From an optimization exercise on the open Yosys and OpenROAD flow, aimed at small area; shortcuts taken in it are not production practice.
Function was checked by simulation only, so behaviour that the tests miss may differ from the original.
No activity file was given, so power comes from the tool's default toggle rates.

## build 71
==> flow/design.v (excerpt) <==
module id_stage_top (
	input logic clk,
	input logic rst_n,
	input logic [32-1:0] i_if_instr,
	input logic i_if_valid,
	input logic [64-1:0] i_if_pc,
	input logic i_ex_ready,
	input logic i_ex_branch_taken,
	input logic i_ex_jump_taken,
	input logic i_wb_en,
	input logic [5-1:0] i_wb_addr,
	input logic [64-1:0] i_wb_data,
	output logic o_id_ready,
	output logic [11:0] o_hazard,
	output logic [281:0] o_id2ex
);
	id_pkg::wb_wr_t wb;
	id_pkg::hazard_t hazard;
	id_pkg::id_out_t id2ex;
	assign wb.en = i_wb_en;
	assign wb.addr = i_wb_addr;
	assign wb.data = i_wb_data;
	id_stage u_id_stage (
		.clk(clk),
		.rst_n(rst_n),
		.i_if_instr(i_if_instr),
		.i_if_valid(i_if_valid),
		.i_if_pc(i_if_pc),
		.i_ex_ready(i_ex_ready),
		.i_ex_branch_taken(i_ex_branch_taken),
		.i_ex_jump_taken(i_ex_jump_taken),
		.i_wb(wb),
		.o_id_ready(o_id_ready),
		.o_hazard(hazard),
		.o_id2ex(id2ex)
	);
	assign o_hazard = hazard;
	assign o_id2ex = id2ex;
endmodule
Size: about 5,600 cells after synthesis.
clock: 4.0 ns
lec_check: 0
cap_margin: 20
cell_pad_in_sites_global_placement: 1
core_margin: 2
core_utilization: 35
place_density: 0.6
setup_slack_margin: 0.1
slew_margin: 20
standard.sh (not shown) runs the stock make flow with config.mk's settings and CLKGATE_MAP_FILE= SYNTH_SCRIPT=/design/flow/synth_recipe.tcl, a recipe that flattens the netlist after the stock synthesis.
==> flow/flow/run.sh <==
#!/bin/bash
# Standard ORFS layout with these changes:
# - plain buffers (buf_1, instead of the delay cell buffer_ports picks by default) on the ports;
# - the slow OR3/OR4 cells (stacked PMOS) are not used, on top of the platform's don't-use list,
#   so the register file's read trees are built from NAND/NOR/AOI cells.
# - clock tree: clkbuf_16 buffers, clusters of up to 24 sinks within 80 um, no dummy loads.
set -euo pipefail
export BUFFER_PORTS_ARGS="-buffer_cell sky130_fd_sc_hd__buf_1"
platform_dont_use="sky130_fd_sc_hd__probe_p_8 sky130_fd_sc_hd__probec_p_8 sky130_fd_sc_hd__lpflow_bleeder_1 sky130_fd_sc_hd__lpflow_clkbufkapwr_1 sky130_fd_sc_hd__lpflow_clkbufkapwr_16 sky130_fd_sc_hd__lpflow_clkbufkapwr_2 sky130_fd_sc_hd__lpflow_clkbufkapwr_4 sky130_fd_sc_hd__lpflow_clkbufkapwr_8 sky130_fd_sc_hd__lpflow_clkinvkapwr_1 sky130_fd_sc_hd__lpflow_clkinvkapwr_16 sky130_fd_sc_hd__lpflow_clkinvkapwr_2 sky130_fd_sc_hd__lpflow_clkinvkapwr_4 sky130_fd_sc_hd__lpflow_clkinvkapwr_8 sky130_fd_sc_hd__lpflow_decapkapwr_12 sky130_fd_sc_hd__lpflow_decapkapwr_3 sky130_fd_sc_hd__lpflow_decapkapwr_4 sky130_fd_sc_hd__lpflow_decapkapwr_6 sky130_fd_sc_hd__lpflow_decapkapwr_8 sky130_fd_sc_hd__lpflow_inputiso0n_1 sky130_fd_sc_hd__lpflow_inputiso0p_1 sky130_fd_sc_hd__lpflow_inputiso1n_1 sky130_fd_sc_hd__lpflow_inputiso1p_1 sky130_fd_sc_hd__lpflow_inputisolatch_1 sky130_fd_sc_hd__lpflow_isobufsrc_1 sky130_fd_sc_hd__lpflow_isobufsrc_16 sky130_fd_sc_hd__lpflow_isobufsrc_2 sky130_fd_sc_hd__lpflow_isobufsrc_4 sky130_fd_sc_hd__lpflow_isobufsrc_8 sky130_fd_sc_hd__lpflow_isobufsrckapwr_16 sky130_fd_sc_hd__lpflow_lsbuf_lh_hl_isowell_tap_1 sky130_fd_sc_hd__lpflow_lsbuf_lh_hl_isowell_tap_2 sky130_fd_sc_hd__lpflow_lsbuf_lh_hl_isowell_tap_4 sky130_fd_sc_hd__lpflow_lsbuf_lh_isowell_4 sky130_fd_sc_hd__lpflow_lsbuf_lh_isowell_tap_1 sky130_fd_sc_hd__lpflow_lsbuf_lh_isowell_tap_2 sky130_fd_sc_hd__lpflow_lsbuf_lh_isowell_tap_4 "
slow_or=" sky130_fd_sc_hd__or4_1 sky130_fd_sc_hd__or4_2 sky130_fd_sc_hd__or4_4 sky130_fd_sc_hd__or4b_1 sky130_fd_sc_hd__or4b_2 sky130_fd_sc_hd__or4b_4 sky130_fd_sc_hd__or4bb_1 sky130_fd_sc_hd__or4bb_2 sky130_fd_sc_hd__or4bb_4 sky130_fd_sc_hd__or3_1 sky130_fd_sc_hd__or3_2 sky130_fd_sc_hd__or3_4 sky130_fd_sc_hd__or3b_1 sky130_fd_sc_hd__or3b_2 sky130_fd_sc_hd__or3b_4"
export CTS_ARGS="-sink_clustering_enable -repair_clock_nets -dont_use_dummy_load -sink_clustering_size 24 -sink_clustering_max_diameter 80 -buf_list sky130_fd_sc_hd__clkbuf_16"
bash standard.sh DONT_USE_CELLS="$platform_dont_use $slow_or" finish > standard_flow.log 2>&1
In build 71 the implementation completed, yet the final layout does not meet the checks, the culprit being setup timing.
The following lists how build 88 was set up differently from build 71:
Settings: a change of PLACE_DENSITY from 0.6 to 0.55.
==> flow/flow/run.sh <==
#!/bin/bash
# Standard ORFS layout with these changes:
# - plain buffers (buf_1, instead of the delay cell buffer_ports picks by default) on the ports;
# - the slow OR3/OR4 cells (stacked PMOS) are not used, on top of the platform's don't-use list,
#   so the register file's read trees are built from NAND/NOR/AOI cells.
# - clock tree: clkbuf_16 buffers, clusters of up to 20 sinks within 80 um, no dummy loads.
set -euo pipefail
export BUFFER_PORTS_ARGS="-buffer_cell sky130_fd_sc_hd__buf_1"
platform_dont_use="sky130_fd_sc_hd__probe_p_8 sky130_fd_sc_hd__probec_p_8 sky130_fd_sc_hd__lpflow_bleeder_1 sky130_fd_sc_hd__lpflow_clkbufkapwr_1 sky130_fd_sc_hd__lpflow_clkbufkapwr_16 sky130_fd_sc_hd__lpflow_clkbufkapwr_2 sky130_fd_sc_hd__lpflow_clkbufkapwr_4 sky130_fd_sc_hd__lpflow_clkbufkapwr_8 sky130_fd_sc_hd__lpflow_clkinvkapwr_1 sky130_fd_sc_hd__lpflow_clkinvkapwr_16 sky130_fd_sc_hd__lpflow_clkinvkapwr_2 sky130_fd_sc_hd__lpflow_clkinvkapwr_4 sky130_fd_sc_hd__lpflow_clkinvkapwr_8 sky130_fd_sc_hd__lpflow_decapkapwr_12 sky130_fd_sc_hd__lpflow_decapkapwr_3 sky130_fd_sc_hd__lpflow_decapkapwr_4 sky130_fd_sc_hd__lpflow_decapkapwr_6 sky130_fd_sc_hd__lpflow_decapkapwr_8 sky130_fd_sc_hd__lpflow_inputiso0n_1 sky130_fd_sc_hd__lpflow_inputiso0p_1 sky130_fd_sc_hd__lpflow_inputiso1n_1 sky130_fd_sc_hd__lpflow_inputiso1p_1 sky130_fd_sc_hd__lpflow_inputisolatch_1 sky130_fd_sc_hd__lpflow_isobufsrc_1 sky130_fd_sc_hd__lpflow_isobufsrc_16 sky130_fd_sc_hd__lpflow_isobufsrc_2 sky130_fd_sc_hd__lpflow_isobufsrc_4 sky130_fd_sc_hd__lpflow_isobufsrc_8 sky130_fd_sc_hd__lpflow_isobufsrckapwr_16 sky130_fd_sc_hd__lpflow_lsbuf_lh_hl_isowell_tap_1 sky130_fd_sc_hd__lpflow_lsbuf_lh_hl_isowell_tap_2 sky130_fd_sc_hd__lpflow_lsbuf_lh_hl_isowell_tap_4 sky130_fd_sc_hd__lpflow_lsbuf_lh_isowell_4 sky130_fd_sc_hd__lpflow_lsbuf_lh_isowell_tap_1 sky130_fd_sc_hd__lpflow_lsbuf_lh_isowell_tap_2 sky130_fd_sc_hd__lpflow_lsbuf_lh_isowell_tap_4 "
slow_or=" sky130_fd_sc_hd__or4_1 sky130_fd_sc_hd__or4_2 sky130_fd_sc_hd__or4_4 sky130_fd_sc_hd__or4b_1 sky130_fd_sc_hd__or4b_2 sky130_fd_sc_hd__or4b_4 sky130_fd_sc_hd__or4bb_1 sky130_fd_sc_hd__or4bb_2 sky130_fd_sc_hd__or4bb_4 sky130_fd_sc_hd__or3_1 sky130_fd_sc_hd__or3_2 sky130_fd_sc_hd__or3_4 sky130_fd_sc_hd__or3b_1 sky130_fd_sc_hd__or3b_2 sky130_fd_sc_hd__or3b_4"
export CTS_ARGS="-sink_clustering_enable -repair_clock_nets -dont_use_dummy_load -sink_clustering_size 20 -sink_clustering_max_diameter 80 -buf_list sky130_fd_sc_hd__clkbuf_16"
bash standard.sh DONT_USE_CELLS="$platform_dont_use $slow_or" finish > standard_flow.log 2>&1
Findings:
- Comparing build 88 and build 71, the one run not ending clean was build 71.
- Every stage of build 71 finished as expected; the final checks, on the other hand, flagged setup timing, which means the layout fails.
- Taking build 71 as the reference, in build 88 area overhead of the layout relative to synthesis now sits higher, global-route track usage on met3 now sits lower.
- Compared with build 71, in build 88 cell count barely changed; non-clock buffering overhead in the final layout dropped 0.25 points; post-route minimum period dropped 0.029 ns; tightest slew margin relative to the limit dropped 3.3 points.
- A startpoint of the most critical setup path of u_id_stage.u_regfile.sel_b[27] is what build 88 shows, while u_id_stage.u_regfile.sel_b[4] belongs to build 71.
- On proportion of layout cells with a drive suffix above 1, build 71 tracks build 88 almost exactly.
- Total power grows by a few percent when moving from build 71 to build 88.
--- input diff build 88..build 36 ---
Settings: swapping 0.55 for 0.5 in PLACE_DENSITY.
==> flow/flow/run.sh <==
#!/bin/bash
# Standard ORFS layout with these changes:
# - plain buffers (instead of the delay cell buffer_ports picks by default) on the ports;
# - the slow OR3/OR4 cells (stacked PMOS) are not used, on top of the platform's don't-use list,
#   so the register file's read trees are built from NAND/NOR/AOI cells.
# - clock tree: clkbuf_16 buffers, clusters of up to 16 sinks within 80 um, no dummy loads.
set -euo pipefail
export BUFFER_PORTS_ARGS="-buffer_cell sky130_fd_sc_hd__buf_1"
platform_dont_use="sky130_fd_sc_hd__probe_p_8 sky130_fd_sc_hd__probec_p_8 sky130_fd_sc_hd__lpflow_bleeder_1 sky130_fd_sc_hd__lpflow_clkbufkapwr_1 sky130_fd_sc_hd__lpflow_clkbufkapwr_16 sky130_fd_sc_hd__lpflow_clkbufkapwr_2 sky130_fd_sc_hd__lpflow_clkbufkapwr_4 sky130_fd_sc_hd__lpflow_clkbufkapwr_8 sky130_fd_sc_hd__lpflow_clkinvkapwr_1 sky130_fd_sc_hd__lpflow_clkinvkapwr_16 sky130_fd_sc_hd__lpflow_clkinvkapwr_2 sky130_fd_sc_hd__lpflow_clkinvkapwr_4 sky130_fd_sc_hd__lpflow_clkinvkapwr_8 sky130_fd_sc_hd__lpflow_decapkapwr_12 sky130_fd_sc_hd__lpflow_decapkapwr_3 sky130_fd_sc_hd__lpflow_decapkapwr_4 sky130_fd_sc_hd__lpflow_decapkapwr_6 sky130_fd_sc_hd__lpflow_decapkapwr_8 sky130_fd_sc_hd__lpflow_inputiso0n_1 sky130_fd_sc_hd__lpflow_inputiso0p_1 sky130_fd_sc_hd__lpflow_inputiso1n_1 sky130_fd_sc_hd__lpflow_inputiso1p_1 sky130_fd_sc_hd__lpflow_inputisolatch_1 sky130_fd_sc_hd__lpflow_isobufsrc_1 sky130_fd_sc_hd__lpflow_isobufsrc_16 sky130_fd_sc_hd__lpflow_isobufsrc_2 sky130_fd_sc_hd__lpflow_isobufsrc_4 sky130_fd_sc_hd__lpflow_isobufsrc_8 sky130_fd_sc_hd__lpflow_isobufsrckapwr_16 sky130_fd_sc_hd__lpflow_lsbuf_lh_hl_isowell_tap_1 sky130_fd_sc_hd__lpflow_lsbuf_lh_hl_isowell_tap_2 sky130_fd_sc_hd__lpflow_lsbuf_lh_hl_isowell_tap_4 sky130_fd_sc_hd__lpflow_lsbuf_lh_isowell_4 sky130_fd_sc_hd__lpflow_lsbuf_lh_isowell_tap_1 sky130_fd_sc_hd__lpflow_lsbuf_lh_isowell_tap_2 sky130_fd_sc_hd__lpflow_lsbuf_lh_isowell_tap_4 "
slow_or=" sky130_fd_sc_hd__or4_1 sky130_fd_sc_hd__or4_2 sky130_fd_sc_hd__or4_4 sky130_fd_sc_hd__or4b_1 sky130_fd_sc_hd__or4b_2 sky130_fd_sc_hd__or4b_4 sky130_fd_sc_hd__or4bb_1 sky130_fd_sc_hd__or4bb_2 sky130_fd_sc_hd__or4bb_4 sky130_fd_sc_hd__or3_1 sky130_fd_sc_hd__or3_2 sky130_fd_sc_hd__or3_4 sky130_fd_sc_hd__or3b_1 sky130_fd_sc_hd__or3b_2 sky130_fd_sc_hd__or3b_4"
export CTS_ARGS="-sink_clustering_enable -repair_clock_nets -dont_use_dummy_load -sink_clustering_size 16 -sink_clustering_max_diameter 80 -buf_list sky130_fd_sc_hd__clkbuf_16"
bash standard.sh DONT_USE_CELLS="$platform_dont_use $slow_or" finish > standard_flow.log 2>&1
## What came out
Number of antenna violations at the first check in global routing shrinks by more than 10% when moving from build 88 to build 36. Between build 88 and build 36, the flow reports cell-internal power increasing by a few percent. | detail-routed net length per standard cell | build 88 vs build 36 | ≈ equal |. The run showing the greater count of clock-buffer cells in the layout is build 36.
For build 38, these inputs were changed with respect to build 36:
Settings: SETUP_SLACK_MARGIN changed from 0.1 to 0.06; PLACE_DENSITY changed from 0.5 to 0.55.
==> flow/flow/run.sh <==
#!/bin/bash
# Standard ORFS layout with these changes:
# - plain buffers (buf_1, instead of the delay cell buffer_ports picks by default) on the ports;
# - the slow OR3/OR4 cells (stacked PMOS) are not used, on top of the platform's don't-use list,
#   so the register file's read trees are built from NAND/NOR/AOI cells.
# - clock tree: clkbuf_16 buffers, clusters of up to 20 sinks within 80 um, no dummy loads.
set -euo pipefail
export BUFFER_PORTS_ARGS="-buffer_cell sky130_fd_sc_hd__buf_1"
platform_dont_use="sky130_fd_sc_hd__probe_p_8 sky130_fd_sc_hd__probec_p_8 sky130_fd_sc_hd__lpflow_bleeder_1 sky130_fd_sc_hd__lpflow_clkbufkapwr_1 sky130_fd_sc_hd__lpflow_clkbufkapwr_16 sky130_fd_sc_hd__lpflow_clkbufkapwr_2 sky130_fd_sc_hd__lpflow_clkbufkapwr_4 sky130_fd_sc_hd__lpflow_clkbufkapwr_8 sky130_fd_sc_hd__lpflow_clkinvkapwr_1 sky130_fd_sc_hd__lpflow_clkinvkapwr_16 sky130_fd_sc_hd__lpflow_clkinvkapwr_2 sky130_fd_sc_hd__lpflow_clkinvkapwr_4 sky130_fd_sc_hd__lpflow_clkinvkapwr_8 sky130_fd_sc_hd__lpflow_decapkapwr_12 sky130_fd_sc_hd__lpflow_decapkapwr_3 sky130_fd_sc_hd__lpflow_decapkapwr_4 sky130_fd_sc_hd__lpflow_decapkapwr_6 sky130_fd_sc_hd__lpflow_decapkapwr_8 sky130_fd_sc_hd__lpflow_inputiso0n_1 sky130_fd_sc_hd__lpflow_inputiso0p_1 sky130_fd_sc_hd__lpflow_inputiso1n_1 sky130_fd_sc_hd__lpflow_inputiso1p_1 sky130_fd_sc_hd__lpflow_inputisolatch_1 sky130_fd_sc_hd__lpflow_isobufsrc_1 sky130_fd_sc_hd__lpflow_isobufsrc_16 sky130_fd_sc_hd__lpflow_isobufsrc_2 sky130_fd_sc_hd__lpflow_isobufsrc_4 sky130_fd_sc_hd__lpflow_isobufsrc_8 sky130_fd_sc_hd__lpflow_isobufsrckapwr_16 sky130_fd_sc_hd__lpflow_lsbuf_lh_hl_isowell_tap_1 sky130_fd_sc_hd__lpflow_lsbuf_lh_hl_isowell_tap_2 sky130_fd_sc_hd__lpflow_lsbuf_lh_hl_isowell_tap_4 sky130_fd_sc_hd__lpflow_lsbuf_lh_isowell_4 sky130_fd_sc_hd__lpflow_lsbuf_lh_isowell_tap_1 sky130_fd_sc_hd__lpflow_lsbuf_lh_isowell_tap_2 sky130_fd_sc_hd__lpflow_lsbuf_lh_isowell_tap_4 "
slow_or=" sky130_fd_sc_hd__or4_1 sky130_fd_sc_hd__or4_2 sky130_fd_sc_hd__or4_4 sky130_fd_sc_hd__or4b_1 sky130_fd_sc_hd__or4b_2 sky130_fd_sc_hd__or4b_4 sky130_fd_sc_hd__or4bb_1 sky130_fd_sc_hd__or4bb_2 sky130_fd_sc_hd__or4bb_4 sky130_fd_sc_hd__or3_1 sky130_fd_sc_hd__or3_2 sky130_fd_sc_hd__or3_4 sky130_fd_sc_hd__or3b_1 sky130_fd_sc_hd__or3b_2 sky130_fd_sc_hd__or3b_4"
export CTS_ARGS="-sink_clustering_enable -repair_clock_nets -dont_use_dummy_load -sink_clustering_size 20 -sink_clustering_max_diameter 80 -buf_list sky130_fd_sc_hd__clkbuf_16"
bash standard.sh DONT_USE_CELLS="$platform_dont_use $slow_or" finish > standard_flow.log 2>&1
Results
Every stage of build 38 finished as expected; the final checks, on the other hand, flagged setup timing, which means the layout fails. Delta (build 38 minus build 36): post-CTS repair timing setup buffer count +28; time the final worst path needs with I/O delays and setup picked up an extra 0.067 ns; worst hold slack shows a reduction of 0.0042 ns; wire length on met3 saw an increase; post-route clock period utilization rose by 1.7 points. Build 36 → build 38: leakage power summed over all cells decreased about 2.3%; global-route usage decreased 0.18 points.

re-timing with driven ports:
The flow's constraints put no driver on any port. The routed layouts listed below were extracted and timed again, unchanged, in two steps.
Step 1 assumes that a clkbuf_16 drives the clock port and a buf_2 every other input.
Step 2 moves the port delays by t, midway between the first and last clock arrival at a register: inputs arrive t later, outputs are due t later. That takes back most of the time a late clock gives input paths.
a / b / c = ideal / step 1 / step 2; a / b = the first two.
run	t, ns	setup WS [ns]	worst hold slack (ns)	worst register clock-pin slew, ns	pins driven straight from the clock port
build 71	0.930	-0.005 / -0.108 / 0.822	0.034 / -0.047 / 0.673	0.11 / 0.11	1
build 88	0.922	0.024 / -0.079 / 0.843	0.037 / -0.044 / 0.562	0.09 / 0.09	1
build 36	0.940	0.024 / -0.087 / 0.854	0.046 / -0.043 / 0.727	0.08 / 0.08	1
build 38	0.917	-0.043 / -0.145 / 0.773	0.042 / -0.038 / 0.560	0.10 / 0.10	1
